What follows belongs to an exercise in optimizing a design on an open flow for small area and a short achievable clock period; a production flow would make more cautious choices. Where RTL was checked, it was by simulation tests only, not by an equivalence proof against the original. Power and IR drop assume default switching activity.

Setup of run A:
Design data_mem_responder, start of the top module:
module data_mem_responder #(
   parameter int ADDR_W      = ADDR_W_DEF,
   parameter int DATA_W      = DATA_W_DEF,
   parameter int WAIT_CYCLES = 2
) (
   input  logic                 clk,
   input  logic                 rst,
   input  logic                 req,
   input  logic                 we,
   input  logic [ADDR_W+1:0]    addr,
   input  logic [DATA_W-1:0]    wdata,
   output logic [DATA_W-1:0]    rdata,
   output logic                 ack,
   output logic                 err,
   output logic                 busy
);
For scale: ~4700 cells after synthesis, about 2200 flip-flops, roughly 59000 um^2 of cells after synthesis.
Settings: LEC_CHECK=0, CAP_MARGIN=20, CORE_MARGIN=2, CORE_UTILIZATION=40, CTS_CLUSTER_DIAMETER=100, CTS_CLUSTER_SIZE=24, GPL_ROUTABILITY_DRIVEN=0, SETUP_SLACK_MARGIN=2.4, SLEW_MARGIN=20; clock period 4.5 ns.
run.sh (not shown) runs the stock make flow with config.mk's settings and CLKGATE_MAP_FILE= SYNTH_SCRIPT=/design/flow/synth_recipe.tcl, a recipe that flattens the netlist after the stock synthesis.
Every stage of the flow completed for run A, and the final layout passed the timing, DRC and antenna checks.
Edits applied to the flow inputs when going from run A to run B:
# run A
export LEC_CHECK = 0
export CAP_MARGIN = 20
export CORE_MARGIN = 2
export CORE_UTILIZATION = 40
export CTS_CLUSTER_DIAMETER = 100
export CTS_CLUSTER_SIZE = 24
export GPL_ROUTABILITY_DRIVEN = 0
export SETUP_SLACK_MARGIN = 2.4
export SLEW_MARGIN = 20
create_clock -name core_clock -period 4.5 [get_ports {clk}]
# run B
export LEC_CHECK = 0
export CAP_MARGIN = 20
export CORE_MARGIN = 2
export CORE_UTILIZATION = 40
export SETUP_SLACK_MARGIN = 2.4
export SLEW_MARGIN = 20
create_clock -name core_clock -period 4.5 [get_ports {clk}]
==> flow/flow/run.sh (new file) <==
#!/bin/bash
# The standard layout, with clock tree synthesis told to form sink clusters of up to 24
# flip-flops within 100 um and not to add dummy loads.
set -euo pipefail
bash standard.sh \
  CTS_ARGS="-sink_clustering_enable -repair_clock_nets -sink_clustering_size 24 -sink_clustering_max_diameter 100 -dont_use_dummy_load" \
  finish > standard.log 2>&1
==> flow/standard.sh (new file) <==
#!/bin/bash
# synth_recipe.tcl (not shown) runs the flow's synth.tcl, then flattens the netlist and writes it again
# the make line also repeats each setting of config.mk as NAME=value (left out here)
make -C /OpenROAD-flow-scripts/flow DESIGN_CONFIG=/design/flow/config.mk WORK_HOME=/design/flow/orfs CLKGATE_MAP_FILE= SYNTH_SCRIPT=/design/flow/synth_recipe.tcl "${@:-finish}"
removed: flow/run.sh
### Flow results
Run B against run A: total global routing track utilization now sits at about the same level, sequential cell fraction of total power now sits higher, net switching power now sits lower, met1 usage now sits lower. Diff run A -> run B: part of the cycle the worst path needs held steady; worst-case register-to-register setup slack went down by 50 ps.
For run C, these inputs were changed with respect to run B:
# run B
export LEC_CHECK = 0
export CAP_MARGIN = 20
export CORE_MARGIN = 2
export CORE_UTILIZATION = 40
export SETUP_SLACK_MARGIN = 2.4
export SLEW_MARGIN = 20
create_clock -name core_clock -period 4.5 [get_ports {clk}]
# run C
export LEC_CHECK = 0
export CAP_MARGIN = 20
export CORE_MARGIN = 2
export CORE_UTILIZATION = 40
export CTS_CLUSTER_DIAMETER = 100
export CTS_CLUSTER_SIZE = 30
export SETUP_SLACK_MARGIN = 2.3
export SLEW_MARGIN = 20
create_clock -name core_clock -period 4.5 [get_ports {clk}]
==> flow/run.sh (new file) <==
#!/bin/bash
# synth_recipe.tcl (not shown) runs the flow's synth.tcl, then flattens the netlist and writes it again
# the make line also repeats each setting of config.mk as NAME=value (left out here)
make -C /OpenROAD-flow-scripts/flow DESIGN_CONFIG=/design/flow/config.mk WORK_HOME=/design/flow/orfs CLKGATE_MAP_FILE= SYNTH_SCRIPT=/design/flow/synth_recipe.tcl finish
removed: flow/flow/run.sh
removed: flow/standard.sh
Results
- Compared with run B, run C shows number of nets in the layout lower by 24.
- Cmp run C and run B / via count / lower: run C
- Run C vs run B — setup slack dropped 57 ps.
- Hold slack ends up higher on run C.
The following lists how run D was set up differently from run C:
# run C
export LEC_CHECK = 0
export CAP_MARGIN = 20
export CORE_MARGIN = 2
export CORE_UTILIZATION = 40
export CTS_CLUSTER_DIAMETER = 100
export CTS_CLUSTER_SIZE = 30
export SETUP_SLACK_MARGIN = 2.3
export SLEW_MARGIN = 20
create_clock -name core_clock -period 4.5 [get_ports {clk}]
# run D
export LEC_CHECK = 0
export CAP_MARGIN = 20
export CORE_MARGIN = 2
export CORE_UTILIZATION = 40
export CTS_CLUSTER_DIAMETER = 100
export CTS_CLUSTER_SIZE = 28
export SETUP_SLACK_MARGIN = 2.4
export SLEW_MARGIN = 20
create_clock -name core_clock -period 4.5 [get_ports {clk}]
Notes after the runs:
Compared with run C, in run D multi-input combinational area share higher; sequential portion of the cell area lower; time the final worst path needs with I/O delays and setup lower; post-route total power higher; headroom to the max-slew limit higher.
When the final numbers for run C and run D were put side by side, the number of inserted filler cells in the final layout turned out to be greater in run C.
Global-route usage for run D is higher than for run C.
Between run C and run D, post-CTS resize count increased.
Routed wire in run D totals more than in run C.

data_mem_responder, a different RTL version from the one above (not shown whole).
For scale: ~2200 flip-flops, about 79 I/O pins.
make LEC_CHECK=0 CAP_MARGIN=20 CORE_MARGIN=2 CORE_UTILIZATION=40 CTS_CLUSTER_DIAMETER=70 CTS_CLUSTER_SIZE=30 SETUP_SLACK_MARGIN=2.3 SLEW_MARGIN=20 finish   # period 4.5 ns
Stock flow here: none of the scripts above is used.
The starting point finished with timing, DRC and antenna clean.
Then changed:
==> flow/flow/run.sh (new file) <==
#!/bin/bash
# The standard layout, with clock tree synthesis told not to add dummy loads.
set -euo pipefail
bash standard.sh \
  CTS_ARGS="-sink_clustering_enable -repair_clock_nets -dont_use_dummy_load" \
  finish > standard.log 2>&1
==> flow/standard.sh (new file) <==
#!/bin/bash
# synth_recipe.tcl (not shown) runs the flow's synth.tcl, then flattens the netlist and writes it again
# the make line also repeats each setting of config.mk as NAME=value (left out here)
make -C /OpenROAD-flow-scripts/flow DESIGN_CONFIG=/design/flow/config.mk WORK_HOME=/design/flow/orfs CLKGATE_MAP_FILE= SYNTH_SCRIPT=/design/flow/synth_recipe.tcl "${@:-finish}"
--- a/flow/config.mk
+++ b/flow/config.mk
@@ -11,2 +10,0 @@
-export CTS_CLUSTER_DIAMETER = 70
-export CTS_CLUSTER_SIZE = 30
removed: flow/run.sh
- hold slack barely changes
- worst setup slack gains 0.026 ns
- routed wire length grows by 1.1%
- first-iteration DRC count shrinks by 6.8%
- sequential power hardly moves
- combinational power grows by about 3%
- non-clock buffer count shrinks by 4
- final area grows by 2.8%
Then changed:
==> flow/flow/run.sh (replaced) <==
#!/bin/bash
# The standard layout, with clock tree synthesis told to form sink clusters of up to 28
# flip-flops within 90 um and not to add dummy loads.
set -euo pipefail
bash standard.sh \
  CTS_ARGS="-sink_clustering_enable -repair_clock_nets -sink_clustering_size 28 -sink_clustering_max_diameter 90 -dont_use_dummy_load" \
  finish > standard.log 2>&1
The new run finished with timing, DRC and antenna clean. Worst setup slack got worse by 0.030 ns. Routed wire length came out lower by 1.5%. Die area is unchanged.
Then changed:
==> flow/flow/run.sh (replaced) <==
#!/bin/bash
# The standard layout, with clock tree synthesis told to form sink clusters of up to 24
# flip-flops within 100 um and not to add dummy loads.
set -euo pipefail
bash standard.sh \
  CTS_ARGS="-sink_clustering_enable -repair_clock_nets -sink_clustering_size 24 -sink_clustering_max_diameter 100 -dont_use_dummy_load" \
  finish > standard.log 2>&1
Result: Die area stays the same. Wire length is about the same. Worst hold slack barely changes. Clock power is higher by 5.5%. Total power came out higher by 1.5%. Flip-flop and latch count is unchanged. Sequential share of layout area went down by 0.15 points. Clock skew shrinks by 0.051 ns. Utilization rose by 0.11 points. Worst setup slack improves by 0.035 ns.
Function was not checked in any run of this note: the RTL went through the layout flow alone.

## xenon
RTL: one of the versions met above, not the one the previous note started from.
Size: about 4700 cells after synthesis, about 2200 flip-flops, ~79 I/O pins, roughly 0.059 mm² of cells after synthesis.
clock: 4.5 ns
lec_check: 0
cap_margin: 20
core_margin: 2
core_utilization: 40
cts_cluster_diameter: 100
cts_cluster_size: 24
place_density: 0.75
setup_slack_margin: 2.4
slew_margin: 20
Stock flow here: none of the scripts above is used.
xenon has completed all stages; timing, DRC and antenna checks passed.
Setup changes, xenon to delta
# xenon
export LEC_CHECK = 0
export CAP_MARGIN = 20
export CORE_MARGIN = 2
export CORE_UTILIZATION = 40
export CTS_CLUSTER_DIAMETER = 100
export CTS_CLUSTER_SIZE = 24
export PLACE_DENSITY = 0.75
export SETUP_SLACK_MARGIN = 2.4
export SLEW_MARGIN = 20
create_clock -name core_clock -period 4.5 [get_ports {clk}]
# delta
export LEC_CHECK = 0
export CAP_MARGIN = 20
export CORE_MARGIN = 2
export CORE_UTILIZATION = 40
export CTS_CLUSTER_DIAMETER = 100
export CTS_CLUSTER_SIZE = 24
export SETUP_SLACK_MARGIN = 2.5
export SLEW_MARGIN = 20
create_clock -name core_clock -period 4.5 [get_ports {clk}]
- [delta] post-route minimum period fell 0.078 ns relative to xenon
- Number of nets at the end of the flow, delta and xenon, higher one = delta.
- In delta, the number of global-route vias before repair came out 794 below the value in xenon.
- Switching component of the power, delta and xenon: larger value in delta
- STATUS total routed wirelength: delta loses against xenon
- xenon → delta: power has increased; wire length of the first global-routing pass has increased; number of buffers outside the clock class in the layout has increased.
- There was hardly any difference in clock share of power between xenon and delta.
What nickel does differently from delta at the input level:
# delta
export LEC_CHECK = 0
export CAP_MARGIN = 20
export CORE_MARGIN = 2
export CORE_UTILIZATION = 40
export CTS_CLUSTER_DIAMETER = 100
export CTS_CLUSTER_SIZE = 24
export SETUP_SLACK_MARGIN = 2.5
export SLEW_MARGIN = 20
create_clock -name core_clock -period 4.5 [get_ports {clk}]
# nickel
export LEC_CHECK = 0
export CAP_MARGIN = 20
export CORE_MARGIN = 2
export CORE_UTILIZATION = 40
export CTS_CLUSTER_DIAMETER = 100
export CTS_CLUSTER_SIZE = 24
export SETUP_SLACK_MARGIN = 2.4
export SLEW_MARGIN = 20
create_clock -name core_clock -period 4.5 [get_ports {clk}]
Against delta, nickel comes in 1.1 points lower on logic gate share of total power.
As far as fmax is concerned, nickel and delta perform about the same.
Area: nickel vs delta -> nickel smaller
Power ended up about 1.5% lower on nickel than on delta.
Total of cells resized after clock tree synthesis of nickel falls short of that of delta by more than 10%.
In terms of final period utilization, delta and nickel differ only marginally.
Of delta and nickel, the run reporting the higher proportion of cell area occupied by registers was nickel.
delta → nickel: area overhead of the layout relative to synthesis saw a decrease, number of buffers added by the clock tree synthesis step saw a decrease, share of total power in the clock network saw little to no change.
Changes in willow relative to nickel:
# nickel
export LEC_CHECK = 0
export CAP_MARGIN = 20
export CORE_MARGIN = 2
export CORE_UTILIZATION = 40
export CTS_CLUSTER_DIAMETER = 100
export CTS_CLUSTER_SIZE = 24
export SETUP_SLACK_MARGIN = 2.4
export SLEW_MARGIN = 20
create_clock -name core_clock -period 4.5 [get_ports {clk}]
# willow
export LEC_CHECK = 0
export CAP_MARGIN = 20
export CORE_MARGIN = 2
export CORE_UTILIZATION = 40
export CTS_CLUSTER_DIAMETER = 100
export CTS_CLUSTER_SIZE = 24
export SETUP_SLACK_MARGIN = 2.3
export SLEW_MARGIN = 20
create_clock -name core_clock -period 4.5 [get_ports {clk}]
Findings:
Both conditions hold for willow: the flow ran to the end and the final layout passed the timing, DRC and antenna checks.
nickel has a higher overall fraction of global-route tracks in use than willow.
Final area, willow and nickel, lower one = willow.
Sort willow and nickel by post-cts resize count, ascending, and willow comes first.
Run comparison: willow master of the slowest instance on the critical path sky130_fd_sc_hd__dfxtp_2; nickel master of the slowest instance on the critical path sky130_fd_sc_hd__dfxtp_4
Relative to nickel, routed metal-1 wirelength has gone down in willow.
The power was comparable across willow and nickel.
Cmp willow and nickel / share of total power in the clock network / higher: willow
For willow, the source of the critical timing path was rsel_q[8], unlike nickel, where it was rdata_q[0].
Between willow and nickel, the post-detailed-placement cell area figures differ only marginally.
Diff nickel -> willow: cell count now sits at about the same level; tightest hold margin now sits higher.

[afterwards: timing with drivers on the ports]
In the flow no input, the clock included, has a driving cell. The finished layouts below were timed again as built, in two steps.
Step 1 sets driving cells, clkbuf_16 on the clock port and buf_2 on the other inputs (assumed; they add their load-dependent delay and slew).
Step 2 moves the port delays by t, midway between the first and last clock arrival at a register: inputs arrive t later, outputs are due t later. That takes back most of the time a late clock gives input paths.
Three values: ideal ports, drivers, drivers and shift; two values: the first two.
| run | t, ns | setup WS [ns] | hold slack, ns | latest minus earliest clock arrival (ns) |
|---|---|---|---|---|
| run A | 0.826 | 2.304 / 2.227 / 1.567 | 0.303 / 0.303 / 0.303 | 0.046 / 0.046 |
| run B | 0.806 | 2.301 / 2.247 / 1.547 | 0.275 / 0.275 / 0.275 | 0.086 / 0.087 |
| run C | 0.825 | 2.244 / 2.245 / 1.481 | 0.317 / 0.317 / 0.317 | 0.045 / 0.044 |
| run D | 0.806 | 2.333 / 2.252 / 1.580 | 0.311 / 0.311 / 0.311 | 0.047 / 0.048 |
| the first run of note 2 | 0.835 | 2.248 / 2.259 / 1.460 | 0.279 / 0.279 / 0.279 | 0.053 / 0.053 |
| the second run of note 2 | 0.864 | 2.274 / 2.255 / 1.462 | 0.281 / 0.281 / 0.281 | 0.075 / 0.076 |
| the third run of note 2 | 0.771 | 2.244 / 2.250 / 1.532 | 0.267 / 0.267 / 0.267 | 0.106 / 0.107 |
| the fourth run of note 2 | 0.783 | 2.279 / 2.262 / 1.549 | 0.268 / 0.268 / 0.268 | 0.063 / 0.063 |
| xenon | 0.804 | 2.225 / 2.181 / 1.508 | 0.320 / 0.320 / 0.320 | 0.039 / 0.039 |
| delta | 0.807 | 2.303 / 2.222 / 1.594 | 0.319 / 0.319 / 0.319 | 0.041 / 0.041 |
| nickel | 0.826 | 2.304 / 2.227 / 1.567 | 0.303 / 0.303 / 0.303 | 0.046 / 0.046 |
| willow | 0.830 | 2.243 / 2.239 / 1.508 | 0.318 / 0.318 / 0.318 | 0.041 / 0.042 |
After both steps every run listed still meets setup and hold. For the second run of note 2, which loses most, drivers alone change the setup slack by -0.019 ns; drivers and shift together by -0.812 ns.
